This is an optimization exercise on Yosys and OpenROAD, whose aim is small area, a short achievable clock period and few clock cycles per item, not a production implementation.
Power is estimated from default activity; no workload was simulated.

==> flow/design.v <==
`default_nettype none
package prefix_data_pkg;
	typedef logic signed [8-1:0] lane_t;
	typedef lane_t [8-1:0] block_t;
	function automatic logic [8-1:0] lane_add(
		input logic [8-1:0] a,
		input logic [8-1:0] b
	);
		logic [8-1:0] p;
		logic [8-1:0] gen;
		logic [8-1:0] prop;
		p = a ^ b;
		gen = a & b;
		prop = p;
		for (int s = 0; (1 << s) < 8; s++) begin
			for (int i = 8 - 1; i >= 0; i--) begin
				if ((i & (1 << s)) != 0) begin
					gen[i] = gen[i] | (prop[i] & gen[((i >> s) << s) - 1]);
					prop[i] = prop[i] & prop[((i >> s) << s) - 1];
				end
			end
		end
		lane_add = p ^ {gen[8-2:0], 1'b0};
	endfunction
endpackage
`default_nettype wire
`default_nettype none
package prefix_ctrl_pkg;
	typedef logic [32-1:0] tag_t;
endpackage
`default_nettype wire
`timescale 1ns/10ps
`default_nettype none
module pipe_control (
	input wire logic clk,
	input wire logic reset,
	input wire logic valid_in,
	input wire logic ready_in,
	input wire prefix_ctrl_pkg::tag_t tag_in,
	output logic enable,
	output logic ready_out,
	output logic busy,
	output logic valid_out,
	output prefix_ctrl_pkg::tag_t tag_out
);
	logic valid_q;
	prefix_ctrl_pkg::tag_t tag_q;
	assign enable = ready_in;
	assign ready_out = ready_in;
	always_ff @(posedge clk or posedge reset) begin
		if (reset) begin
			valid_q <= 1'b0;
		end else if (enable) begin
			valid_q <= valid_in;
		end
	end
	always_ff @(posedge clk) begin
		if (enable) begin
			tag_q <= tag_in;
		end
	end
	assign busy = valid_q;
	assign valid_out = valid_q;
	assign tag_out = tag_q;
endmodule
`default_nettype wire
`timescale 1ns/10ps
`default_nettype none
module prefix_layer #(
	parameter int SPAN = 1
) (
	input wire prefix_data_pkg::block_t sums_in,
	output prefix_data_pkg::block_t sums_out
);
	localparam int W = 8;
	logic [8*W-1:0] flat_in;
	logic [8*W-1:0] flat_next;
	assign flat_in = sums_in;
	for (genvar i = 0; i < 8; i++) begin : g_lane
		if ((i & SPAN) != 0) begin : g_add
			localparam int SRC = (i / (2 * SPAN)) * (2 * SPAN) + SPAN - 1;
			assign flat_next[i*W +: W] = prefix_data_pkg::lane_add(flat_in[i*W +: W], flat_in[SRC*W +: W]);
		end else begin : g_pass
			assign flat_next[i*W +: W] = flat_in[i*W +: W];
		end
	end
	assign sums_out = flat_next;
endmodule
`default_nettype wire
`timescale 1ns/10ps
`default_nettype none
module prefix_network (
	input wire logic clk,
	input wire logic enable,
	input wire prefix_data_pkg::block_t data_in,
	output prefix_data_pkg::block_t sums
);
	localparam int W = 8;
	localparam int N = 8;
	localparam int H = N / 2;
	localparam int J = 5;
	prefix_data_pkg::block_t layer1;
	prefix_data_pkg::block_t layer2;
	prefix_layer #(.SPAN(1)) u_layer1 (.sums_in(data_in), .sums_out(layer1));
	prefix_layer #(.SPAN(2)) u_layer2 (.sums_in(layer1), .sums_out(layer2));
	logic [N*W-1:0] flat2;
	assign flat2 = layer2;
	logic [N*W-1:0] next_sums;
	logic [H-1:0] next_carry;
	logic [N*W-1:0] held_sums;
	logic [H-1:0] held_carry;
	assign next_sums[H*W-1:0] = flat2[H*W-1:0];
	for (genvar i = H; i < N; i++) begin : g_upper
		if (J == 0) begin : g_none
			assign next_sums[i*W +: W] = flat2[i*W +: W];
			assign next_carry[i-H] = 1'b0;
		end else if (J >= W) begin : g_all
			assign next_sums[i*W +: W] = flat2[i*W +: W] + flat2[(H-1)*W +: W];
			assign next_carry[i-H] = 1'b0;
		end else begin : g_part
			logic [J:0] low;
			assign low = {1'b0, flat2[i*W +: J]} + {1'b0, flat2[(H-1)*W +: J]};
			assign next_sums[i*W +: W] = {flat2[i*W+J +: W-J], low[J-1:0]};
			assign next_carry[i-H] = low[J];
		end
	end
	always_ff @(posedge clk) begin
		if (enable) begin
			held_sums <= next_sums;
		end
	end
	if (J > 0 && J < W) begin : g_carry_reg
		always_ff @(posedge clk) begin
			if (enable) begin
				held_carry <= next_carry;
			end
		end
	end else begin : g_no_carry
		assign held_carry = '0;
	end
	localparam int C = 1;
	localparam int HB = ((5 > 0 && 5 < 8) ? 8 - 5 : 1);
	logic [C*HB-1:0] held_top_n;
	if (J > 0 && J < W) begin : g_top_reg
		always_ff @(posedge clk) begin
			if (enable) begin
				held_top_n <= ~{C{next_sums[(H-1)*W+J +: HB]}};
			end
		end
	end else begin : g_no_top
		assign held_top_n = '1;
	end
	prefix_finish u_finish (
		.held_sums(held_sums),
		.held_carry(held_carry),
		.held_top_n(held_top_n),
		.sums(sums)
	);
endmodule
`default_nettype wire
`timescale 1ns/10ps
`default_nettype none
module prefix_finish (
	input wire logic [8*8-1:0] held_sums,
	input wire logic [8/2-1:0] held_carry,
	input wire logic [1*((5 > 0 && 5 < 8) ? 8 - 5 : 1)-1:0] held_top_n,
	output prefix_data_pkg::block_t sums
);
	localparam int W = 8;
	localparam int N = 8;
	localparam int H = N / 2;
	localparam int J = 5;
	localparam int C = 1;
	localparam int HB = ((5 > 0 && 5 < 8) ? 8 - 5 : 1);
	logic [N*W-1:0] flat_out;
	assign flat_out[H*W-1:0] = held_sums[H*W-1:0];
	for (genvar i = H; i < N; i++) begin : g_finish
		if (J == 0) begin : g_none
			assign flat_out[i*W +: W] = held_sums[i*W +: W] + held_sums[(H-1)*W +: W];
		end else if (J >= W) begin : g_all
			assign flat_out[i*W +: W] = held_sums[i*W +: W];
		end else begin : g_part
			assign flat_out[i*W +: W] = {
				held_sums[i*W+J +: W-J] + ~held_top_n[((i-H)*C/H)*HB +: W-J] + (W-J)'(held_carry[i-H]),
				held_sums[i*W +: J]
			};
		end
	end
	assign sums = flat_out;
endmodule
`default_nettype wire
`timescale 1ns/10ps
`default_nettype none
module prefix_adder_top (
	input wire logic clk,
	input wire logic reset,
	input wire logic valid_in,
	input wire logic ready_in,
	input wire prefix_ctrl_pkg::tag_t tag_in,
	input wire prefix_data_pkg::block_t data_in,
	output logic busy,
	output logic ready_out,
	output logic valid_out,
	output prefix_ctrl_pkg::tag_t tag_out,
	output prefix_data_pkg::block_t data_out
);
	logic enable;
	pipe_control u_control (
		.clk(clk),
		.reset(reset),
		.valid_in(valid_in),
		.ready_in(ready_in),
		.tag_in(tag_in),
		.enable(enable),
		.ready_out(ready_out),
		.busy(busy),
		.valid_out(valid_out),
		.tag_out(tag_out)
	);
	prefix_network u_network (
		.clk(clk),
		.enable(enable),
		.data_in(data_in),
		.sums(data_out)
	);
endmodule
`default_nettype wire
clock: 4.0 ns
lec_check: 0
abc_area: 1
cap_margin: 20
core_margin: 2
core_utilization: 60
cts_buf_list: sky130_fd_sc_hd__clkbuf_8
slew_margin: 20
standard.sh (not shown) runs the stock make flow with config.mk's settings and CLKGATE_MAP_FILE= SYNTH_SCRIPT=/design/flow/synth_recipe.tcl, a recipe that flattens the netlist after the stock synthesis.
==> flow/flow/run.sh <==
#!/bin/bash
# Layout flow: the standard layout (standard.sh) with these changes, all in synthesis
# mapping or port buffering; registers, floorplan, power grid, CTS and routing are standard.
#  - ADDER_MAP_FILE is empty, so adders are left to ABC instead of full/half adder cells
#  - prefix_finish (the logic between the block register and the outputs) is kept as its own
#    module through synthesis (SYNTH_KEEP_MODULES), and flow/synth_wrap.tcl maps it with
#    flow/abc_fast.script while the rest keeps the flow's ABC script; synth_recipe.tcl then
#    flattens the design as usual
#  - port buffers start as buf_1; repair resizes them where timing needs it
# Each make run's full output goes to a log file in the work folder.
set -euo pipefail
WORK=$(pwd)
bash standard.sh \
	SYNTH_SCRIPT="$WORK/flow/synth_wrap.tcl" \
	ADDER_MAP_FILE= \
	SYNTH_KEEP_MODULES=prefix_finish \
	"BUFFER_PORTS_ARGS=-buffer_cell sky130_fd_sc_hd__buf_1" \
	finish > "$WORK/make_finish.log" 2>&1
==> flow/flow/abc_fast.script <==
strash
dch
map -D 500
topo
upsize
dnsize
==> flow/flow/synth_wrap.tcl <==
# The standard flow's synthesis script; its one ABC call is split in two: the kept module prefix_finish
# is mapped with flow/abc_fast.script, the rest of the design with the flow's own script
set flow_dir [file dirname [file normalize [info script]]]
set fast_abc_script [file join $flow_dir abc_fast.script]
proc abc {args} {
	set fast_args $args
	set i [lsearch -exact $fast_args -script]
	if { $i >= 0 } {
		lset fast_args [expr {$i + 1}] $::fast_abc_script
	}
	puts "synth_wrap: abc {*}$fast_args prefix_finish"
	yosys abc {*}$fast_args prefix_finish
	puts "synth_wrap: abc {*}$args prefix_adder_top"
	yosys abc {*}$args prefix_adder_top
}
source [file join [file dirname $flow_dir] synth_recipe.tcl]
The baseline completed without violations.
Then changed:
--- a/flow/design.v
+++ b/flow/design.v
@@ -98,7 +98,7 @@
 	localparam int W = 8;
 	localparam int N = 8;
 	localparam int H = N / 2;
-	localparam int J = 5;
+	localparam int J = 2;
 	prefix_data_pkg::block_t layer1;
 	prefix_data_pkg::block_t layer2;
 	prefix_layer #(.SPAN(1)) u_layer1 (.sums_in(data_in), .sums_out(layer1));
@@ -139,9 +139,9 @@
 		assign held_carry = '0;
 	end
 	localparam int C = 1;
-	localparam int HB = ((5 > 0 && 5 < 8) ? 8 - 5 : 1);
+	localparam int HB = ((2 < 8) ? 8 - 2 : 1);
 	logic [C*HB-1:0] held_top_n;
-	if (J > 0 && J < W) begin : g_top_reg
+	if (J < W) begin : g_top_reg
 		always_ff @(posedge clk) begin
 			if (enable) begin
 				held_top_n <= ~{C{next_sums[(H-1)*W+J +: HB]}};
@@ -163,20 +163,20 @@
 module prefix_finish (
 	input wire logic [8*8-1:0] held_sums,
 	input wire logic [8/2-1:0] held_carry,
-	input wire logic [1*((5 > 0 && 5 < 8) ? 8 - 5 : 1)-1:0] held_top_n,
+	input wire logic [1*((2 < 8) ? 8 - 2 : 1)-1:0] held_top_n,
 	output prefix_data_pkg::block_t sums
 );
 	localparam int W = 8;
 	localparam int N = 8;
 	localparam int H = N / 2;
-	localparam int J = 5;
+	localparam int J = 2;
 	localparam int C = 1;
-	localparam int HB = ((5 > 0 && 5 < 8) ? 8 - 5 : 1);
+	localparam int HB = ((2 < 8) ? 8 - 2 : 1);
 	logic [N*W-1:0] flat_out;
 	assign flat_out[H*W-1:0] = held_sums[H*W-1:0];
 	for (genvar i = H; i < N; i++) begin : g_finish
 		if (J == 0) begin : g_none
-			assign flat_out[i*W +: W] = held_sums[i*W +: W] + held_sums[(H-1)*W +: W];
+			assign flat_out[i*W +: W] = held_sums[i*W +: W] + ~held_top_n[((i-H)*C/H)*HB +: W];
 		end else if (J >= W) begin : g_all
 			assign flat_out[i*W +: W] = held_sums[i*W +: W];
 		end else begin : g_part
=> The changed run produced a clean layout. Die area climbs by 5.1%. Area after synthesis climbs by 5.3%. Total power climbs by 3.2%. Global-route usage climbs by 0.52 points. Register-to-register slack hardly moves. Maximum frequency drops by 15%. Routed wire length climbs by 8.5%. Final area climbs by 6.0%.
Function was not checked in any run of this note: the RTL went through the layout flow alone.

---

Another version of the RTL of prefix_adder_top (not shown whole).
Size: about 890 cells after synthesis, roughly 110 flip-flops, about 200 I/O pins, ~7200 sq um of cells after synthesis.
==> module prefix_network, before the edit <==
module prefix_network (
	input wire logic clk,
	input wire logic enable,
	input wire prefix_data_pkg::block_t data_in,
	output prefix_data_pkg::block_t sums
);
	localparam int W = 8;
	localparam int N = 8;
	localparam int H = N / 2;
	localparam int J = 4;
	prefix_data_pkg::block_t layer1;
	prefix_data_pkg::block_t layer2;
	prefix_layer #(.SPAN(1)) u_layer1 (.sums_in(data_in), .sums_out(layer1));
	prefix_layer #(.SPAN(2)) u_layer2 (.sums_in(layer1), .sums_out(layer2));
	logic [N*W-1:0] flat2;
	assign flat2 = layer2;
	logic [N*W-1:0] next_sums;
	logic [H-1:0] next_carry;
	logic [N*W-1:0] held_sums;
	logic [H-1:0] held_carry;
	assign next_sums[H*W-1:0] = flat2[H*W-1:0];
	for (genvar i = H; i < N; i++) begin : g_upper
		if (J == 0) begin : g_none
			assign next_sums[i*W +: W] = flat2[i*W +: W];
			assign next_carry[i-H] = 1'b0;
		end else if (J >= W) begin : g_all
			assign next_sums[i*W +: W] = flat2[i*W +: W] + flat2[(H-1)*W +: W];
			assign next_carry[i-H] = 1'b0;
		end else begin : g_part
			logic [J:0] low;
			assign low = {1'b0, flat2[i*W +: J]} + {1'b0, flat2[(H-1)*W +: J]};
			assign next_sums[i*W +: W] = {flat2[i*W+J +: W-J], low[J-1:0]};
			assign next_carry[i-H] = low[J];
		end
	end
	always_ff @(posedge clk) begin
		if (enable) begin
			held_sums <= next_sums;
		end
	end
	if (J > 0 && J < W) begin : g_carry_reg
		always_ff @(posedge clk) begin
			if (enable) begin
				held_carry <= next_carry;
			end
		end
	end else begin : g_no_carry
		assign held_carry = '0;
	end
	localparam int C = 2;
	localparam int HB = ((4 > 0 && 4 < 8) ? 8 - 4 : 1);
	logic [C*HB-1:0] held_top_n;
	if (J > 0 && J < W) begin : g_top_reg
		always_ff @(posedge clk) begin
			if (enable) begin
				held_top_n <= ~{C{next_sums[(H-1)*W+J +: HB]}};
			end
		end
	end else begin : g_no_top
		assign held_top_n = '1;
	end
	prefix_finish u_finish (
		.held_sums(held_sums),
		.held_carry(held_carry),
		.held_top_n(held_top_n),
		.sums(sums)
	);
endmodule
==> module prefix_finish, before the edit <==
module prefix_finish (
	input wire logic [8*8-1:0] held_sums,
	input wire logic [8/2-1:0] held_carry,
	input wire logic [2*((4 > 0 && 4 < 8) ? 8 - 4 : 1)-1:0] held_top_n,
	output prefix_data_pkg::block_t sums
);
	localparam int W = 8;
	localparam int N = 8;
	localparam int H = N / 2;
	localparam int J = 4;
	localparam int C = 2;
	localparam int HB = ((4 > 0 && 4 < 8) ? 8 - 4 : 1);
	logic [N*W-1:0] flat_out;
	assign flat_out[H*W-1:0] = held_sums[H*W-1:0];
	for (genvar i = H; i < N; i++) begin : g_finish
		if (J == 0) begin : g_none
			assign flat_out[i*W +: W] = held_sums[i*W +: W] + held_sums[(H-1)*W +: W];
		end else if (J >= W) begin : g_all
			assign flat_out[i*W +: W] = held_sums[i*W +: W];
		end else begin : g_part
			assign flat_out[i*W +: W] = {
				held_sums[i*W+J +: W-J] + ~held_top_n[((i-H)*C/H)*HB +: W-J] + (W-J)'(held_carry[i-H]),
				held_sums[i*W +: J]
			};
		end
	end
	assign sums = flat_out;
endmodule
export LEC_CHECK = 0
export ABC_AREA = 1
export CAP_MARGIN = 20
export CORE_MARGIN = 2
export CORE_UTILIZATION = 60
export CTS_BUF_LIST = sky130_fd_sc_hd__clkbuf_8
export SLEW_MARGIN = 20
create_clock -name core_clock -period 4.0 [get_ports {clk}]
Scripts as last shown in full above: flow/flow/run.sh, flow/flow/abc_fast.script, flow/flow/synth_wrap.tcl
Next try:
--- a/flow/design.v
+++ b/flow/design.v
@@ -99,5 +99,5 @@
 	localparam int N = 8;
 	localparam int H = N / 2;
-	localparam int J = 4;
+	localparam int J = 0;
 	prefix_data_pkg::block_t layer1;
 	prefix_data_pkg::block_t layer2;
@@ -139,8 +139,8 @@
 		assign held_carry = '0;
 	end
-	localparam int C = 2;
-	localparam int HB = ((4 > 0 && 4 < 8) ? 8 - 4 : 1);
+	localparam int C = 1;
+	localparam int HB = ((0 < 8) ? 8 - 0 : 1);
 	logic [C*HB-1:0] held_top_n;
-	if (J > 0 && J < W) begin : g_top_reg
+	if (J < W) begin : g_top_reg
 		always_ff @(posedge clk) begin
 			if (enable) begin
@@ -164,5 +164,5 @@
 	input wire logic [8*8-1:0] held_sums,
 	input wire logic [8/2-1:0] held_carry,
-	input wire logic [2*((4 > 0 && 4 < 8) ? 8 - 4 : 1)-1:0] held_top_n,
+	input wire logic [1*((0 < 8) ? 8 - 0 : 1)-1:0] held_top_n,
 	output prefix_data_pkg::block_t sums
 );
@@ -170,12 +170,12 @@
 	localparam int N = 8;
 	localparam int H = N / 2;
-	localparam int J = 4;
-	localparam int C = 2;
-	localparam int HB = ((4 > 0 && 4 < 8) ? 8 - 4 : 1);
+	localparam int J = 0;
+	localparam int C = 1;
+	localparam int HB = ((0 < 8) ? 8 - 0 : 1);
 	logic [N*W-1:0] flat_out;
 	assign flat_out[H*W-1:0] = held_sums[H*W-1:0];
 	for (genvar i = H; i < N; i++) begin : g_finish
 		if (J == 0) begin : g_none
-			assign flat_out[i*W +: W] = held_sums[i*W +: W] + held_sums[(H-1)*W +: W];
+			assign flat_out[i*W +: W] = held_sums[i*W +: W] + ~held_top_n[((i-H)*C/H)*HB +: W];
 		end else if (J >= W) begin : g_all
 			assign flat_out[i*W +: W] = held_sums[i*W +: W];
- The changed run passed the timing, design-rule and antenna checks
- wire length climbs by 20%
- non-clock buffer count does not change
- worst hold slack loses 0.016 ns
- die area climbs by 6.4%
- area after synthesis climbs by 6.6%
- cell count climbs by 9.4%
- synthesized cell count climbs by 7.6%
No functional check of the RTL was part of any run of this note.

-- afterwards: timing with drivers on the ports --
The results above use ideal ports. As a check the final layouts listed here were re-extracted and re-timed, cells and wires unchanged. Step 1 sets driving cells, clkbuf_16 on the clock port and buf_2 on the other inputs (assumed; they add their load-dependent delay and slew). Step 2 adds t to the input delays and takes it off the output delays; t is the mean of the earliest and latest rising clock arrival at the registers after step 1. Input paths then give back, and output paths get back, about the clock's delay inside the block. Three values: ideal, step 1, step 2; two values: the first two.
run | t, ns | setup WS [ns] | hold slack, ns
the first run of note 1 | 0.412 | 1.436 / 1.402 / 1.115 | 0.206 / 0.195 / 0.550
the second run of note 1 | 0.402 | 0.977 / 0.943 / 1.317 | 0.210 / 0.198 / 0.551
the first run of note 2 | 0.408 | 1.466 / 1.433 / 1.229 | 0.203 / 0.191 / 0.543
the second run of note 2 | 0.424 | 1.042 / 1.009 / 1.316 | 0.187 / 0.176 / 0.559
After both steps every run listed still meets setup and hold. For the first run of note 1, which loses most, drivers alone change the setup slack by -0.034 ns; drivers and shift together by -0.321 ns.
